Context: an optimization exercise on an open-source flow, tuned for small area, a short achievable clock period and few clock cycles per item. The choices shown serve that exercise and are no tape-out recipe. Function was not checked in any run shown here: the RTL went through the layout flow alone. Power figures rest on the tool's default switching activity, not on a simulated workload.

## flow/design.v (module list and top-level ports; edited modules follow where they fit)
// module mac_fa: 10 lines
// module mac_aoi21: 3 lines
// module mac_oai21: 3 lines
// module mac_nand2: 3 lines
// module mac_nor2: 3 lines
// module mac_ha: 9 lines
// module wallace_mac: 1962 lines
module wallace_mac (
    input  wire        clk,
    input  wire        arst_n,
    input  wire        req,
    output logic       ack,
    input  wire [15:0] a,
    input  wire [15:0] b,
    input  wire [31:0] acc,
    input  wire        cin,
    output logic [32:0] result
);
  // ...
==> flow/flow/run.sh <==
#!/bin/bash
# The standard layout (the standard.sh: ORFS synthesis and place and route,
# unchanged), except that the port buffers that global placement inserts on
# every input and output use a plain buffer cell rather than the delay cell
# the resizer would pick by default.
set -euo pipefail
export BUFFER_PORTS_ARGS="-buffer_cell ${PORT_BUFFER:-sky130_fd_sc_hd__buf_2}"
bash standard.sh > standard_flow.log 2>&1
==> flow/standard.sh <==
#!/bin/bash
# synth_recipe.tcl (not shown) runs the flow's synth.tcl, then flattens the netlist and writes it again
# the make line also repeats each setting of config.mk as NAME=value (left out here)
make -C /OpenROAD-flow-scripts/flow DESIGN_CONFIG=/design/flow/config.mk WORK_HOME=/design/flow/orfs CLKGATE_MAP_FILE= SYNTH_SCRIPT=/design/flow/synth_recipe.tcl "${@:-finish}"
==> flow/config.mk <==
export PLATFORM = sky130hd
export DESIGN_NAME = wallace_mac
export DESIGN_NICKNAME = wallace_mac
export VERILOG_FILES = /design/flow/design.v
export SDC_FILE = /design/flow/constraint.sdc
export NUM_CORES = 4
export LEC_CHECK = 0
export CAP_MARGIN = 20
export CORE_MARGIN = 2
export CORE_UTILIZATION = 40
export CTS_BUF_LIST = sky130_fd_sc_hd__clkbuf_8
export SETUP_SLACK_MARGIN = 2.0
export SLEW_MARGIN = 20
export SYNTH_HIERARCHICAL = 1
export SYNTH_MINIMUM_KEEP_SIZE = 0
==> flow/constraint.sdc <==
create_clock -name core_clock -period 6.0 [get_ports {clk}]
set_input_delay 1.2000 -clock core_clock [delete_from_list [all_inputs] [get_ports {clk}]]
set_output_delay 1.2000 -clock core_clock [all_outputs]
set_load 0.01 [all_outputs]
==> notes.md, run 1 <==
Run status
The flow ran to the end and the layout has no timing, DRC or antenna violations.

Routing
In the detailed route, the total length drawn on met2 is 11.3 mm. The DRC violation count after routing is 0. Wire segments on met3 add up to 1.41 mm in the final route.

In this run the remaining antenna-violating nets after routing total 0.

Synthesis
By count the netlist is led by sky130_fd_sc_hd__nand2_1 (272), sky130_fd_sc_hd__fa_1 (241), sky130_fd_sc_hd__dfxtp_1 (70), sky130_fd_sc_hd__buf_6 (62), sky130_fd_sc_hd__inv_1 (62). The portion of the post-synthesis area used by sequential elements is 0.144. The most repeated cell in the gate-level netlist after synthesis is sky130_fd_sc_hd__nand2_1.

Power
IR analysis of the VDD net gives a maximum drop of 0.000339 V. The combinational gate power is 5.66 mW. The share of power burned in the clock network is 0.053.

The combinational cell fraction of total power is 0.828. For the clock group, total power comes out at 361 uW.

Setup path
Traced cell by cell, the critical path runs through fa_1 > ha_4 > nand2_4 > nor2_4 > nand2_2 > o21ai_4 > clkinvlp_4 > buf_12 > o21ai_4 > xnor2_1 > buf_2. The most critical setup path has its startpoint at r_fc_181. The worst-path cell with the longest stage delay is sky130_fd_sc_hd__fa_1.

Finish
Leaving out fill and tap cells, the most frequent cell in the layout is sky130_fd_sc_hd__nand2_1. 702 cells are multi-input combinational gates. After layout, the inverter instance count without clock inverters stands at 62. The layout has 10 clock buffers. After filler insertion, the fill cell instance count of the layout stands at 2312. From synthesis to final layout, the design area changed by 6.82%.

Floorplanning
The initial utilization of the core area, before any placement, comes to 0.407. The number of standard-cell rows in the floorplan is 57. The floorplan die width is 161 um.

STA
The count of final hold-check violations is 0. Setup repair after global routing could not meet its margin everywhere. The count of endpoints failing setup in the final report is 0.

The worst-case headroom to the max-slew limit is 0.594.

Worst hold path
The path category of the worst min-delay check is primary input to async pin.

Global route
The met2 usage is 0.303. Entering global routing, the biggest net connects 17 pins.

Placement
Timing analysis after detailed placement gives a worst setup slack of 1.62 ns. The number of I/O port buffers is 101.

Clock network
The clock root buffer is sky130_fd_sc_hd__clkbuf_8.
==> run 2, diff against run 1 <==
--- a/flow/design.v
+++ b/flow/design.v
@@ -33,16 +33,22 @@
     assign y = ~((a | b) & c);
 endmodule
 module mac_nand2 (input wire a, input wire b, output logic y);
     assign y = ~(a & b);
 endmodule
 module mac_nor2 (input wire a, input wire b, output logic y);
     assign y = ~(a | b);
 endmodule
+module mac_xnor2 (input wire a, input wire b, output logic y);
+    assign y = ~(a ^ b);
+endmodule
+module mac_or2 (input wire a, input wire b, output logic y);
+    assign y = a | b;
+endmodule
 module mac_ha (
     input  wire  x,
     input  wire  y,
     output logic s,
     output logic c
 );
     assign s = x ^ y;
     assign c = x & y;
@@ -1005,51 +1011,65 @@
     wire i_G2_27;
     wire G3_29;
     wire i_P2_27;
     wire P3_29;
     wire G3_30;
     wire P3_30;
     wire G3_31;
     wire P3_31;
-    wire i_G3_7;
+    wire i_g0_8;
+    wire i_p0_8;
     wire G4_8;
     wire G4_9;
     wire G4_10;
     wire G4_11;
     wire G4_12;
+    wire i_G3_13;
+    wire i_P3_13;
     wire G4_13;
+    wire i_G3_14;
+    wire i_P3_14;
     wire G4_14;
     wire G4_15;
-    wire i_G3_23;
+    wire i_g0_24;
+    wire i_p0_24;
     wire G4_24;
-    wire i_P3_23;
     wire P4_24;
     wire G4_25;
     wire P4_25;
     wire G4_26;
     wire P4_26;
     wire G4_27;
     wire P4_27;
     wire G4_28;
     wire P4_28;
+    wire i_G3_29;
+    wire i_P3_29;
     wire G4_29;
     wire P4_29;
+    wire i_G3_30;
+    wire i_P3_30;
     wire G4_30;
     wire P4_30;
     wire G4_31;
     wire P4_31;
     wire G5_16;
-    wire i_G4_15;
     wire G5_17;
+    wire i_G2_18;
+    wire i_P2_18;
     wire G5_18;
     wire G5_19;
+    wire i_G3_20;
+    wire i_P3_20;
     wire G5_20;
     wire G5_21;
     wire G5_22;
+    wire i_G3_23;
+    wire i_P3_23;
     wire G5_23;
     wire G5_24;
     wire G5_25;
     wire G5_26;
     wire G5_27;
     wire G5_28;
     wire G5_29;
     wire G5_30;
@@ -1521,41 +1541,50 @@
     mac_fa u_fa_73 (.x(nacc_5), .y(pp_0_5), .z(pp_1_4), .s(fs_73), .c(fc_73));
     mac_fa u_fa_74 (.x(nacc_6), .y(pp_0_6), .z(pp_1_5), .s(fs_74), .c(fc_74));
     mac_fa u_fa_75 (.x(pp_2_4), .y(pp_3_3), .z(pp_4_2), .s(fs_75), .c(fc_75));
     mac_fa u_fa_76 (.x(nacc_7), .y(pp_0_7), .z(pp_1_6), .s(fs_76), .c(fc_76));
     mac_fa u_fa_77 (.x(pp_2_5), .y(pp_3_4), .z(pp_4_3), .s(fs_77), .c(fc_77));
     mac_fa u_fa_78 (.x(pp_5_2), .y(pp_6_1), .z(pp_7_0), .s(fs_78), .c(fc_78));
     mac_fa u_fa_79 (.x(pp_2_6), .y(pp_3_5), .z(pp_4_4), .s(fs_79), .c(fc_79));
     mac_fa u_fa_80 (.x(pp_5_3), .y(pp_6_2), .z(pp_7_1), .s(fs_80), .c(fc_80));
-    mac_fa u_ha_1 (.x(pp_8_0), .y(fs_21), .z(1'b1), .s(hs_1), .c(hc_1));
+    mac_xnor2 u_ha_1s (.a(pp_8_0), .b(fs_21), .y(hs_1));
+    mac_or2 u_ha_1c (.a(pp_8_0), .b(fs_21), .y(hc_1));
     mac_fa u_fa_81 (.x(pp_5_4), .y(pp_6_3), .z(pp_7_2), .s(fs_81), .c(fc_81));
     mac_fa u_fa_82 (.x(pp_8_1), .y(pp_9_0), .z(fc_21), .s(fs_82), .c(fc_82));
-    mac_fa u_ha_2 (.x(fs_22), .y(fs_23), .z(1'b1), .s(hs_2), .c(hc_2));
+    mac_xnor2 u_ha_2s (.a(fs_22), .b(fs_23), .y(hs_2));
+    mac_or2 u_ha_2c (.a(fs_22), .b(fs_23), .y(hc_2));
     mac_fa u_fa_83 (.x(pp_8_2), .y(pp_9_1), .z(pp_10_0), .s(fs_83), .c(fc_83));
     mac_fa u_fa_84 (.x(fc_22), .y(fc_23), .z(fs_24), .s(fs_84), .c(fc_84));
-    mac_fa u_ha_3 (.x(fs_25), .y(fs_26), .z(1'b1), .s(hs_3), .c(hc_3));
+    mac_xnor2 u_ha_3s (.a(fs_25), .b(fs_26), .y(hs_3));
+    mac_or2 u_ha_3c (.a(fs_25), .b(fs_26), .y(hc_3));
     mac_fa u_fa_85 (.x(pp_11_0), .y(fc_24), .z(fc_25), .s(fs_85), .c(fc_85));
     mac_fa u_fa_86 (.x(fc_26), .y(fs_27), .z(fs_28), .s(fs_86), .c(fc_86));
-    mac_fa u_ha_4 (.x(fs_29), .y(fs_30), .z(1'b1), .s(hs_4), .c(hc_4));
+    mac_xnor2 u_ha_4s (.a(fs_29), .b(fs_30), .y(hs_4));
+    mac_or2 u_ha_4c (.a(fs_29), .b(fs_30), .y(hc_4));
     mac_fa u_fa_87 (.x(fc_27), .y(fc_28), .z(fc_29), .s(fs_87), .c(fc_87));
     mac_fa u_fa_88 (.x(fc_30), .y(fs_31), .z(fs_32), .s(fs_88), .c(fc_88));
-    mac_fa u_ha_5 (.x(fs_33), .y(fs_34), .z(1'b1), .s(hs_5), .c(hc_5));
+    mac_xnor2 u_ha_5s (.a(fs_33), .b(fs_34), .y(hs_5));
+    mac_or2 u_ha_5c (.a(fs_33), .b(fs_34), .y(hc_5));
     mac_fa u_fa_89 (.x(fc_31), .y(fc_32), .z(fc_33), .s(fs_89), .c(fc_89));
     mac_fa u_fa_90 (.x(fs_35), .y(fs_36), .z(fs_37), .s(fs_90), .c(fc_90));
-    mac_fa u_ha_6 (.x(fc_34), .y(fs_38), .z(1'b1), .s(hs_6), .c(hc_6));
+    mac_xnor2 u_ha_6s (.a(fc_34), .b(fs_38), .y(hs_6));
+    mac_or2 u_ha_6c (.a(fc_34), .b(fs_38), .y(hc_6));
     mac_fa u_fa_91 (.x(fc_35), .y(fc_36), .z(fc_37), .s(fs_91), .c(fc_91));
     mac_fa u_fa_92 (.x(fs_39), .y(fs_40), .z(fc_38), .s(fs_92), .c(fc_92));
-    mac_fa u_ha_7 (.x(fs_41), .y(fs_42), .z(1'b1), .s(hs_7), .c(hc_7));
+    mac_xnor2 u_ha_7s (.a(fs_41), .b(fs_42), .y(hs_7));
+    mac_or2 u_ha_7c (.a(fs_41), .b(fs_42), .y(hc_7));
     mac_fa u_fa_93 (.x(fc_39), .y(fc_40), .z(fs_43), .s(fs_93), .c(fc_93));
     mac_fa u_fa_94 (.x(fs_44), .y(fc_41), .z(fc_42), .s(fs_94), .c(fc_94));
-    mac_fa u_ha_8 (.x(fs_45), .y(fs_46), .z(1'b1), .s(hs_8), .c(hc_8));
+    mac_xnor2 u_ha_8s (.a(fs_45), .b(fs_46), .y(hs_8));
+    mac_or2 u_ha_8c (.a(fs_45), .b(fs_46), .y(hc_8));
     mac_fa u_fa_95 (.x(fc_43), .y(fs_47), .z(fc_44), .s(fs_95), .c(fc_95));
     mac_fa u_fa_96 (.x(fc_45), .y(fc_46), .z(fs_48), .s(fs_96), .c(fc_96));
-    mac_fa u_ha_9 (.x(fs_49), .y(fs_50), .z(1'b1), .s(hs_9), .c(hc_9));
+    mac_xnor2 u_ha_9s (.a(fs_49), .b(fs_50), .y(hs_9));
+    mac_or2 u_ha_9c (.a(fs_49), .b(fs_50), .y(hc_9));
     mac_fa u_fa_97 (.x(fc_47), .y(fs_51), .z(fs_52), .s(fs_97), .c(fc_97));
     mac_fa u_fa_98 (.x(fs_17), .y(fc_48), .z(fc_49), .s(fs_98), .c(fc_98));
     mac_fa u_fa_99 (.x(fc_50), .y(fs_53), .z(fs_54), .s(fs_99), .c(fc_99));
     mac_fa u_fa_100 (.x(fc_51), .y(fc_52), .z(fs_55), .s(fs_100), .c(fc_100));
     mac_fa u_fa_101 (.x(fs_56), .y(fs_19), .z(fs_57), .s(fs_101), .c(fc_101));
     mac_fa u_fa_102 (.x(fc_53), .y(fc_54), .z(fs_58), .s(fs_102), .c(fc_102));
     mac_fa u_fa_103 (.x(fc_55), .y(fc_56), .z(fs_59), .s(fs_103), .c(fc_103));
     mac_fa u_fa_104 (.x(fs_60), .y(fs_61), .z(fs_20), .s(fs_104), .c(fc_104));
@@ -1577,21 +1606,24 @@
     mac_fa u_fa_120 (.x(pp_14_10), .y(pp_15_9), .z(fc_72), .s(fs_120), .c(fc_120));
     mac_fa u_fa_121 (.x(nacc_25), .y(pp_10_15), .z(pp_11_14), .s(fs_121), .c(fc_121));
     mac_fa u_fa_122 (.x(pp_12_13), .y(pp_13_12), .z(pp_14_11), .s(fs_122), .c(fc_122));
     mac_fa u_fa_123 (.x(nacc_26), .y(pp_11_15), .z(pp_12_14), .s(fs_123), .c(fc_123));
     mac_fa u_fa_124 (.x(nacc_3), .y(pp_0_3), .z(pp_1_2), .s(fs_124), .c(fc_124));
     mac_fa u_fa_125 (.x(nacc_4), .y(pp_0_4), .z(pp_1_3), .s(fs_125), .c(fc_125));
     mac_fa u_fa_126 (.x(pp_2_2), .y(pp_3_1), .z(pp_4_0), .s(fs_126), .c(fc_126));
     mac_fa u_fa_127 (.x(pp_2_3), .y(pp_3_2), .z(pp_4_1), .s(fs_127), .c(fc_127));
-    mac_fa u_ha_10 (.x(pp_5_0), .y(fs_73), .z(1'b1), .s(hs_10), .c(hc_10));
+    mac_xnor2 u_ha_10s (.a(pp_5_0), .b(fs_73), .y(hs_10));
+    mac_or2 u_ha_10c (.a(pp_5_0), .b(fs_73), .y(hc_10));
     mac_fa u_fa_128 (.x(pp_5_1), .y(pp_6_0), .z(fc_73), .s(fs_128), .c(fc_128));
-    mac_fa u_ha_11 (.x(fs_74), .y(fs_75), .z(1'b1), .s(hs_11), .c(hc_11));
+    mac_xnor2 u_ha_11s (.a(fs_74), .b(fs_75), .y(hs_11));
+    mac_or2 u_ha_11c (.a(fs_74), .b(fs_75), .y(hc_11));
     mac_fa u_fa_129 (.x(fc_74), .y(fc_75), .z(fs_76), .s(fs_129), .c(fc_129));
-    mac_fa u_ha_12 (.x(fs_77), .y(fs_78), .z(1'b1), .s(hs_12), .c(hc_12));
+    mac_xnor2 u_ha_12s (.a(fs_77), .b(fs_78), .y(hs_12));
+    mac_or2 u_ha_12c (.a(fs_77), .b(fs_78), .y(hc_12));
     mac_fa u_fa_130 (.x(fc_76), .y(fc_77), .z(fc_78), .s(fs_130), .c(fc_130));
     mac_fa u_fa_131 (.x(fs_79), .y(fs_80), .z(hs_1), .s(fs_131), .c(fc_131));
     mac_fa u_fa_132 (.x(fc_79), .y(fc_80), .z(fs_81), .s(fs_132), .c(fc_132));
     mac_fa u_fa_133 (.x(hc_1), .y(hs_2), .z(fs_82), .s(fs_133), .c(fc_133));
     mac_fa u_fa_134 (.x(fc_81), .y(fs_83), .z(hc_2), .s(fs_134), .c(fc_134));
     mac_fa u_fa_135 (.x(hs_3), .y(fc_82), .z(fs_84), .s(fs_135), .c(fc_135));
     mac_fa u_fa_136 (.x(fc_83), .y(hc_3), .z(hs_4), .s(fs_136), .c(fc_136));
     mac_fa u_fa_137 (.x(fc_84), .y(fs_85), .z(fs_86), .s(fs_137), .c(fc_137));
@@ -1653,19 +1685,22 @@
     mac_fa u_fa_193 (.x(fc_160), .y(fs_162), .z(fs_163), .s(fs_193), .c(fc_193));
     mac_fa u_fa_194 (.x(fc_162), .y(fs_164), .z(fs_165), .s(fs_194), .c(fc_194));
     mac_fa u_fa_195 (.x(fs_166), .y(fc_164), .z(fs_167), .s(fs_195), .c(fc_195));
     mac_fa u_fa_196 (.x(fc_166), .y(fs_168), .z(fs_169), .s(fs_196), .c(fc_196));
     mac_fa u_fa_197 (.x(pp_15_13), .y(fc_168), .z(fs_170), .s(fs_197), .c(fc_197));
     mac_fa u_fa_198 (.x(nacc_29), .y(pp_14_15), .z(pp_15_14), .s(fs_198), .c(fc_198));
     mac_fa u_fa_199 (.x(nacc_0), .y(ncin), .z(pp_0_0), .s(fs_199), .c(fc_199));
     mac_fa u_fa_200 (.x(nacc_1), .y(pp_0_1), .z(pp_1_0), .s(fs_200), .c(fc_200));
-    mac_fa u_ha_13 (.x(pp_2_0), .y(fs_171), .z(1'b1), .s(hs_13), .c(hc_13));
-    mac_fa u_ha_14 (.x(fc_171), .y(fs_172), .z(1'b1), .s(hs_14), .c(hc_14));
-    mac_fa u_ha_15 (.x(fc_172), .y(fs_173), .z(1'b1), .s(hs_15), .c(hc_15));
+    mac_xnor2 u_ha_13s (.a(pp_2_0), .b(fs_171), .y(hs_13));
+    mac_or2 u_ha_13c (.a(pp_2_0), .b(fs_171), .y(hc_13));
+    mac_xnor2 u_ha_14s (.a(fc_171), .b(fs_172), .y(hs_14));
+    mac_or2 u_ha_14c (.a(fc_171), .b(fs_172), .y(hc_14));
+    mac_xnor2 u_ha_15s (.a(fc_172), .b(fs_173), .y(hs_15));
+    mac_or2 u_ha_15c (.a(fc_172), .b(fs_173), .y(hc_15));
     mac_fa u_fa_201 (.x(hs_10), .y(fc_173), .z(fs_174), .s(fs_201), .c(fc_201));
     mac_fa u_fa_202 (.x(fs_128), .y(fc_174), .z(fs_175), .s(fs_202), .c(fc_202));
     mac_fa u_fa_203 (.x(fs_129), .y(fc_175), .z(fs_176), .s(fs_203), .c(fc_203));
     mac_fa u_fa_204 (.x(fs_131), .y(fc_176), .z(fs_177), .s(fs_204), .c(fc_204));
     mac_fa u_fa_205 (.x(fs_133), .y(fc_177), .z(fs_178), .s(fs_205), .c(fc_205));
     mac_fa u_fa_206 (.x(fs_135), .y(fc_178), .z(fs_179), .s(fs_206), .c(fc_206));
     mac_fa u_fa_207 (.x(fs_137), .y(fc_179), .z(fs_180), .s(fs_207), .c(fc_207));
     mac_fa u_fa_208 (.x(fs_139), .y(fc_180), .z(fs_181), .s(fs_208), .c(fc_208));
@@ -1932,84 +1967,98 @@
     assign i_G2_27 = ~G2_27;
     mac_oai21 u_G3_29 (.a(P1_29), .b(i_G2_27), .c(G1_29), .y(G3_29));
     assign i_P2_27 = ~P2_27;
     mac_nor2 u_P3_29 (.a(P1_29), .b(i_P2_27), .y(P3_29));
     mac_oai21 u_G3_30 (.a(P2_30), .b(i_G2_27), .c(G2_30), .y(G3_30));
     mac_nor2 u_P3_30 (.a(P2_30), .b(i_P2_27), .y(P3_30));
     mac_aoi21 u_G3_31 (.a(P2_31), .b(G2_27), .c(G2_31), .y(G3_31));
     mac_nand2 u_P3_31 (.a(P2_31), .b(P2_27), .y(P3_31));
-    assign i_G3_7 = ~G3_7;
-    mac_aoi21 u_G4_8 (.a(p0_8), .b(i_G3_7), .c(g0_8), .y(G4_8));
+    assign i_g0_8 = ~g0_8;
+    assign i_p0_8 = ~p0_8;
+    mac_oai21 u_G4_8 (.a(i_p0_8), .b(G3_7), .c(i_g0_8), .y(G4_8));
     mac_oai21 u_G4_9 (.a(P1_9), .b(G3_7), .c(G1_9), .y(G4_9));
     mac_oai21 u_G4_10 (.a(P2_10), .b(G3_7), .c(G2_10), .y(G4_10));
-    mac_aoi21 u_G4_11 (.a(P2_11), .b(i_G3_7), .c(G2_11), .y(G4_11));
+    mac_oai21 u_G4_11 (.a(i_P2_11), .b(G3_7), .c(i_G2_11), .y(G4_11));
     mac_oai21 u_G4_12 (.a(P3_12), .b(G3_7), .c(G3_12), .y(G4_12));
-    mac_aoi21 u_G4_13 (.a(P3_13), .b(i_G3_7), .c(G3_13), .y(G4_13));
-    mac_aoi21 u_G4_14 (.a(P3_14), .b(i_G3_7), .c(G3_14), .y(G4_14));
+    assign i_G3_13 = ~G3_13;
+    assign i_P3_13 = ~P3_13;
+    mac_oai21 u_G4_13 (.a(i_P3_13), .b(G3_7), .c(i_G3_13), .y(G4_13));
+    assign i_G3_14 = ~G3_14;
+    assign i_P3_14 = ~P3_14;
+    mac_oai21 u_G4_14 (.a(i_P3_14), .b(G3_7), .c(i_G3_14), .y(G4_14));
     mac_oai21 u_G4_15 (.a(P3_15), .b(G3_7), .c(G3_15), .y(G4_15));
-    assign i_G3_23 = ~G3_23;
-    mac_aoi21 u_G4_24 (.a(p0_24), .b(i_G3_23), .c(g0_24), .y(G4_24));
-    assign i_P3_23 = ~P3_23;
-    mac_nand2 u_P4_24 (.a(p0_24), .b(i_P3_23), .y(P4_24));
+    assign i_g0_24 = ~g0_24;
+    assign i_p0_24 = ~p0_24;
+    mac_oai21 u_G4_24 (.a(i_p0_24), .b(G3_23), .c(i_g0_24), .y(G4_24));
+    mac_nor2 u_P4_24 (.a(i_p0_24), .b(P3_23), .y(P4_24));
     mac_oai21 u_G4_25 (.a(P1_25), .b(G3_23), .c(G1_25), .y(G4_25));
     mac_nor2 u_P4_25 (.a(P1_25), .b(P3_23), .y(P4_25));
     mac_oai21 u_G4_26 (.a(P2_26), .b(G3_23), .c(G2_26), .y(G4_26));
     mac_nor2 u_P4_26 (.a(P2_26), .b(P3_23), .y(P4_26));
-    mac_aoi21 u_G4_27 (.a(P2_27), .b(i_G3_23), .c(G2_27), .y(G4_27));
-    mac_nand2 u_P4_27 (.a(P2_27), .b(i_P3_23), .y(P4_27));
+    mac_oai21 u_G4_27 (.a(i_P2_27), .b(G3_23), .c(i_G2_27), .y(G4_27));
+    mac_nor2 u_P4_27 (.a(i_P2_27), .b(P3_23), .y(P4_27));
     mac_oai21 u_G4_28 (.a(P3_28), .b(G3_23), .c(G3_28), .y(G4_28));
     mac_nor2 u_P4_28 (.a(P3_28), .b(P3_23), .y(P4_28));
-    mac_aoi21 u_G4_29 (.a(P3_29), .b(i_G3_23), .c(G3_29), .y(G4_29));
-    mac_nand2 u_P4_29 (.a(P3_29), .b(i_P3_23), .y(P4_29));
-    mac_aoi21 u_G4_30 (.a(P3_30), .b(i_G3_23), .c(G3_30), .y(G4_30));
-    mac_nand2 u_P4_30 (.a(P3_30), .b(i_P3_23), .y(P4_30));
+    assign i_G3_29 = ~G3_29;
+    assign i_P3_29 = ~P3_29;
+    mac_oai21 u_G4_29 (.a(i_P3_29), .b(G3_23), .c(i_G3_29), .y(G4_29));
+    mac_nor2 u_P4_29 (.a(i_P3_29), .b(P3_23), .y(P4_29));
+    assign i_G3_30 = ~G3_30;
+    assign i_P3_30 = ~P3_30;
+    mac_oai21 u_G4_30 (.a(i_P3_30), .b(G3_23), .c(i_G3_30), .y(G4_30));
+    mac_nor2 u_P4_30 (.a(i_P3_30), .b(P3_23), .y(P4_30));
     mac_oai21 u_G4_31 (.a(P3_31), .b(G3_23), .c(G3_31), .y(G4_31));
     mac_nor2 u_P4_31 (.a(P3_31), .b(P3_23), .y(P4_31));
     mac_aoi21 u_G5_16 (.a(p0_16), .b(G4_15), .c(g0_16), .y(G5_16));
-    assign i_G4_15 = ~G4_15;
-    mac_oai21 u_G5_17 (.a(P1_17), .b(i_G4_15), .c(G1_17), .y(G5_17));
-    mac_oai21 u_G5_18 (.a(P2_18), .b(i_G4_15), .c(G2_18), .y(G5_18));
+    mac_aoi21 u_G5_17 (.a(i_P1_17), .b(G4_15), .c(i_G1_17), .y(G5_17));
+    assign i_G2_18 = ~G2_18;
+    assign i_P2_18 = ~P2_18;
+    mac_aoi21 u_G5_18 (.a(i_P2_18), .b(G4_15), .c(i_G2_18), .y(G5_18));
     mac_aoi21 u_G5_19 (.a(P2_19), .b(G4_15), .c(G2_19), .y(G5_19));
-    mac_oai21 u_G5_20 (.a(P3_20), .b(i_G4_15), .c(G3_20), .y(G5_20));
+    assign i_G3_20 = ~G3_20;
+    assign i_P3_20 = ~P3_20;
+    mac_aoi21 u_G5_20 (.a(i_P3_20), .b(G4_15), .c(i_G3_20), .y(G5_20));
     mac_aoi21 u_G5_21 (.a(P3_21), .b(G4_15), .c(G3_21), .y(G5_21));
     mac_aoi21 u_G5_22 (.a(P3_22), .b(G4_15), .c(G3_22), .y(G5_22));
-    mac_oai21 u_G5_23 (.a(P3_23), .b(i_G4_15), .c(G3_23), .y(G5_23));
-    mac_oai21 u_G5_24 (.a(P4_24), .b(i_G4_15), .c(G4_24), .y(G5_24));
+    assign i_G3_23 = ~G3_23;
+    assign i_P3_23 = ~P3_23;
+    mac_aoi21 u_G5_23 (.a(i_P3_23), .b(G4_15), .c(i_G3_23), .y(G5_23));
+    mac_aoi21 u_G5_24 (.a(P4_24), .b(G4_15), .c(G4_24), .y(G5_24));
     mac_aoi21 u_G5_25 (.a(P4_25), .b(G4_15), .c(G4_25), .y(G5_25));
     mac_aoi21 u_G5_26 (.a(P4_26), .b(G4_15), .c(G4_26), .y(G5_26));
-    mac_oai21 u_G5_27 (.a(P4_27), .b(i_G4_15), .c(G4_27), .y(G5_27));
+    mac_aoi21 u_G5_27 (.a(P4_27), .b(G4_15), .c(G4_27), .y(G5_27));
     mac_aoi21 u_G5_28 (.a(P4_28), .b(G4_15), .c(G4_28), .y(G5_28));
-    mac_oai21 u_G5_29 (.a(P4_29), .b(i_G4_15), .c(G4_29), .y(G5_29));
-    mac_oai21 u_G5_30 (.a(P4_30), .b(i_G4_15), .c(G4_30), .y(G5_30));
+    mac_aoi21 u_G5_29 (.a(P4_29), .b(G4_15), .c(G4_29), .y(G5_29));
+    mac_aoi21 u_G5_30 (.a(P4_30), .b(G4_15), .c(G4_30), .y(G5_30));
     mac_aoi21 u_G5_31 (.a(P4_31), .b(G4_15), .c(G4_31), .y(G5_31));
     assign s_0 = ~(p0_0 ^ 1'b1);
     assign s_1 = ~(r_p0_1 ^ 1'b1);
     assign s_4 = ~(r_p0_4 ^ r_G2_3);
     assign s_7 = ~(r_p0_7 ^ r_G3_6);
     assign s_8 = p0_8 ^ G3_7;
-    assign s_9 = p0_9 ^ G4_8;
+    assign s_9 = ~(p0_9 ^ G4_8);
     assign s_10 = ~(p0_10 ^ G4_9);
     assign s_11 = ~(p0_11 ^ G4_10);
-    assign s_12 = p0_12 ^ G4_11;
+    assign s_12 = ~(p0_12 ^ G4_11);
     assign s_13 = ~(p0_13 ^ G4_12);
-    assign s_14 = p0_14 ^ G4_13;
-    assign s_15 = p0_15 ^ G4_14;
+    assign s_14 = ~(p0_14 ^ G4_13);
+    assign s_15 = ~(p0_15 ^ G4_14);
     assign s_16 = ~(p0_16 ^ G4_15);
     assign s_17 = p0_17 ^ G5_16;
-    assign s_18 = ~(p0_18 ^ G5_17);
-    assign s_19 = ~(p0_19 ^ G5_18);
+    assign s_18 = p0_18 ^ G5_17;
+    assign s_19 = p0_19 ^ G5_18;
     assign s_20 = p0_20 ^ G5_19;
-    assign s_21 = ~(p0_21 ^ G5_20);
+    assign s_21 = p0_21 ^ G5_20;
     assign s_22 = p0_22 ^ G5_21;
     assign s_23 = p0_23 ^ G5_22;
-    assign s_24 = ~(p0_24 ^ G5_23);
-    assign s_25 = ~(p0_25 ^ G5_24);
+    assign s_24 = p0_24 ^ G5_23;
+    assign s_25 = p0_25 ^ G5_24;
     assign s_26 = p0_26 ^ G5_25;
     assign s_27 = p0_27 ^ G5_26;
-    assign s_28 = ~(p0_28 ^ G5_27);
+    assign s_28 = p0_28 ^ G5_27;
     assign s_29 = p0_29 ^ G5_28;
-    assign s_30 = ~(p0_30 ^ G5_29);
-    assign s_31 = ~(p0_31 ^ G5_30);
+    assign s_30 = p0_30 ^ G5_29;
+    assign s_31 = p0_31 ^ G5_30;
     assign s_32 = 1'b0 ^ G5_31;
     assign result = {s_32, s_31, s_30, s_29, s_28, s_27, s_26, s_25, s_24, s_23, s_22, s_21, s_20, s_19, s_18, s_17, s_16, s_15, s_14, s_13, s_12, s_11, s_10, s_9, s_8, s_7, r_s_6, r_s_5, s_4, r_s_3, r_s_2, s_1, s_0};
 endmodule
 `default_nettype wire
==> notes.md, run 2 <==
Run status
Run status: finished clean (unchanged).

STA
The actual transition at the worst max-transition pin is 0.652 ns (was 0.609 ns). The highest attainable clock frequency is 253 MHz (was 249 MHz). Setup repair after global routing missed its margin: yes (unchanged). The clock period minus final worst setup slack is 3.94 ns (was 4.01 ns). The count of final hold-check violations is 0 (unchanged). The post-route clock period utilization is 0.657 (was 0.669).

The least setup slack across all paths after layout is 2.06 ns (was 1.99 ns). The final count of pins violating max slew was 0 (unchanged). The count of endpoints failing setup in the final report came to 0 (unchanged). The worst-case headroom to the max-slew limit is 0.565 (was 0.594). The setup TNS after final layout is 0 ns (unchanged).

Floorplanning
The number of I/O pins is 102 (unchanged). The placeable core region came to 24300 um2 (unchanged). The die span in y came to 161 um (about the same). The number of standard-cell rows in the floorplan was 57 (unchanged). The floorplan die width is 161 um (about the same). The initial cell density of the core is 0.407 (about the same). The die footprint is 26000 um2 (about the same).

Setup path
The kind of start point of the critical path is a flip-flop (unchanged). The critical path depth came to 11 (unchanged). The top fanout value on the critical path was 8 (unchanged).

The capturing element type of the critical path was a primary output (unchanged). List of cells traversed by the critical path: fa_1 > ha_4 > nand2_2 > nor2_4 > nand2_1 > o21ai_4 > buf_12 > buf_16 > a21oi_4 > xor2_1 > buf_2 (was fa_1 > ha_4 > nand2_4 > nor2_4 > nand2_2 > o21ai_4 > clkinvlp_4 > buf_12 > o21ai_4 > xnor2_1 > buf_2). The data arrival time at the worst-slack endpoint is 2.74 ns (was 2.81 ns).

The count of buffering cells on the critical path with inverters included was 3 (unchanged). The start-to-end type of the worst setup path was flip-flop to primary output (unchanged). The worst-path cell with the longest stage delay was sky130_fd_sc_hd__fa_1 (unchanged). The required time of the worst setup path was 4.80 ns (about the same).

The category of cells accounting for the largest share of critical-path delay is adder cells (unchanged). The longest individual stage delay on the worst path is 0.51 ns (was 0.52 ns).

Power
The leakage power summed over all cells was 4.00 nW (was 4.09 nW). The power density over the cells is 622 nW/um2 (was 647 nW/um2). The worst voltage drop across the vdd grid came to 0.000342 V (was 0.000339 V).

Synthesis
The fraction of synthesized cell area taken by the top area cell type came to 0.457 (was 0.488). The cell type with the highest aggregate area in the netlist is sky130_fd_sc_hd__fa_1 (unchanged). The area of the mapped netlist came to 9890 um2 (about the same). The warning count from the yosys run is 7 (unchanged).

The number of synthesized flops with an enable pin is 0 (unchanged). The number of library cell types mapped by synthesis is 16 (unchanged). The main flop type after synthesis is sky130_fd_sc_hd__dfxtp_1 (unchanged). The most repeated cell in the gate-level netlist after synthesis is sky130_fd_sc_hd__nand2_1 (unchanged). The register bit total from synthesis was 71 (unchanged). The post-synthesis area per instance was 10.4 um2 (was 10.8 um2). List of most frequent post-synthesis cells: sky130_fd_sc_hd__nand2_1 (268), sky130_fd_sc_hd__fa_1 (226), sky130_fd_sc_hd__inv_1 (76), sky130_fd_sc_hd__dfxtp_1 (70), sky130_fd_sc_hd__buf_6 (62) (was sky130_fd_sc_hd__nand2_1 (272), sky130_fd_sc_hd__fa_1 (241), sky130_fd_sc_hd__dfxtp_1 (70), sky130_fd_sc_hd__buf_6 (62), sky130_fd_sc_hd__inv_1 (62)).

The portion of the post-synthesis area used by sequential elements is 0.144 (about the same). Top area cells in the synthesized netlist: sky130_fd_sc_hd__fa_1 (46%), sky130_fd_sc_hd__dfxtp_1 (14%), sky130_fd_sc_hd__nand2_1 (10%) (was sky130_fd_sc_hd__fa_1 (49%), sky130_fd_sc_hd__dfxtp_1 (14%), sky130_fd_sc_hd__nand2_1 (10%)). The fraction of synthesis flops using an asynchronous set or reset pin came to 0.0141 (unchanged). The instance count of the mapped netlist is 948 (was 918).

Placement
The number of I/O port buffers came to 101 (unchanged). The worst slack at placement is 1.66 ns (was 1.62 ns). The sum of net half-perimeters after detailed placement is 17.9 mm (was 18.0 mm). The routability-driven placement congestion ratio is 0.820 (about the same).

Global route
The wire length of the first global-routing pass is 37.5 mm (was 37.0 mm). The sum of overflow across all layers after global routing came to 0 (unchanged). The overall fraction of global-route tracks in use is 0.191 (was 0.184). The initial antenna violation count is 1 (unchanged). The via count of the first global-routing pass is 6832 (was 7060). The largest net degree at the start of global routing is 17 (unchanged).

Finish
The most common cell after layout, fill and taps aside was sky130_fd_sc_hd__nand2_1 (unchanged). Most frequent cells in the layout: sky130_fd_sc_hd__nand2_1 (264), sky130_fd_sc_hd__fa_1 (225), sky130_fd_sc_hd__buf_2 (98) (was sky130_fd_sc_hd__nand2_1 (267), sky130_fd_sc_hd__fa_1 (240), sky130_fd_sc_hd__buf_2 (87)). The number of nets in the layout is 1299 (was 1303). The synthesis-to-layout area growth is 4.07% (was 6.82%). The share of layout cells above drive strength 1 was 0.213 (was 0.241). The antenna diode count was 0 (was 1). The fill cell total of the finished layout was 2374 (was 2312).

Clock network
The TritonCTS buffer count was 9 (unchanged). The clock transition time at the flip-flop clock pins of the worst setup and hold paths is 0.11 ns (was 0.08 ns). The maximum number of buffers from clock root to sink is 2 (unchanged). The clock root buffer is sky130_fd_sc_hd__clkbuf_8 (unchanged). The clock tree from TritonCTS was built (unchanged). The number of levels in the clock H-tree was 3 (unchanged). The number of sinks handled by clock tree synthesis is 71 (unchanged).

Routing
The per-cell routed wire length is 18.1 um (was 17.7 um). The number of DRC markers after the initial detailed-route iteration is 420 (was 317). The post-detailed-route count of antenna-violating nets came to 0 (unchanged). The vias after detailed routing is 6428 (was 6353). The DRC violation count after routing is 0 (unchanged). The average via count per standard cell is 4.95 (was 4.92). The number of optimization iterations in the first detailed-route pass is 5 (unchanged). The wire length reported by the detailed router is 23.6 mm (was 22.9 mm).

Job
The max capacitance violation total is 0 (unchanged).

Worst hold path
The path category of the worst min-delay check is primary input to async pin (unchanged).
## run 2: cell count changes after synthesis, sizes merged
cell	delta
ha	+2
nor2	+4
inv	+14
xnor2	+11
xor2	+4
nand2	-4
fa	-15
conb	-1
or2	+15
## run 2: power by group
| part | internal (mW) | total, mW | switching [mW] |
|---|---|---|---|
| Combinational | 2.27 | 5.18 | 2.91 |
| Sequential | 0.717 | 0.815 | 0.0973 |
| Clock | 0.188 | 0.405 | 0.216 |
## run 2: repair_timing
| action | CTS | global route |
|---|---|---|
| gates cloned | 2 | 0 |
| hold buffers | 0 | 0 |
| setup buffers | 2 | 3 |
| pin swaps | 7 | 6 |
| setup endpoints to repair | 16 | 18 |
| gates resized for setup | 17 | 22 |
## run 2: cells by family (layout without fill, tap and decap cells)
kind of cell	count (synthesis)	in the layout	share of synthesized area
simple gates	320	320	0.129
fa+ha+maj	260	260	0.500
buf+inv	173	199	0.129
compound gates	79	80	0.0578
flops	71	71	0.144
xor+xnor	45	45	0.0398
## run 2: per-layer routing
metal | track usage | wire length (um) | up-vias
met5 | 0 | 13 | -
met4 | 0.0402 | 374 | 2
met3 | 0.0439 | 1860 | 33
met2 | 0.305 | 11200 | 266
met1 | 0.267 | 10100 | 3287
li1 | - | - | 2840
## run 2: modules after synthesis, one instance, submodules excluded
module	area, um2	flops+latches	cells inside	copies in the design
mac_aoi21	8.76	0	1	47
mac_fa	20.0	0	1	226
wallace_mac	4390	71	564	1
mac_nor2	3.75	0	1	21
mac_xnor2	8.76	0	1	15
mac_oai21	5.00	0	1	32
mac_nand2	3.75	0	1	28
mac_or2	6.26	0	1	15
## run 2: cell type report
type | instances | area [um2] | share of cell area
multi-input cells | 705 | 7380 | 0.717
flip-flops and latches | 71 | 1430 | 0.139
repair buffers | 108 | 611 | 0.0593
well taps | 324 | 405 | 0.0394
inverters | 76 | 285 | 0.0277
clock buffers | 9 | 124 | 0.0120
clock inverters | 6 | 62.6 | 0.00608
## run 2: metrics by stage
stage	utilization	total power, mW	hold WS [ns]	instance area, um2	std cells
after CTS	0.418	6.25	0.537	10200	1296
after global placement	0.404	5.19	0.975	9830	1277
after global routing	0.423	7.05	0.544	10300	1299
final	0.423	6.40	0.559	10300	1299
after floorplan	-	4.65	0.904	9900	948
after detailed placement	0.404	5.27	0.976	9830	1277
## run 2: final timing paths
path                           from  slack (ns)          to
max in group asynchronous    arst_n        5.36         ack
min in group core_clock         req        0.91         ack
hold / removal               arst_n        0.56         ack
setup / recovery           r_fc_181        2.06  result[23]

==> separate check: timing with driven ports <==
Ports are ideal in the flow. The routed layouts listed here were re-timed in OpenROAD. Step 1 sets driving cells, clkbuf_16 on the clock port and buf_2 on the other inputs (assumed; they add their load-dependent delay and slew). Step 2, shift: input delay + t, output delay - t, t = (earliest + latest rising clock arrival at the registers) / 2. This alone moves slack from input paths to output paths. Three values: ideal ports, drivers, drivers and shift; two values: the first two.
run	t, ns	setup slack, ns	hold WS [ns]	slew at the worst register clock pin (ns)
run 1	0.404	1.985 / 1.949 / 1.656	0.590 / 0.578 / 0.982	0.10 / 0.10
run 2	0.412	2.055 / 2.014 / 1.694	0.559 / 0.541 / 0.953	0.11 / 0.11
After both steps every run listed still meets setup and hold. For run 2, which loses most, drivers alone change the setup slack by -0.041 ns; drivers and shift together by -0.361 ns.
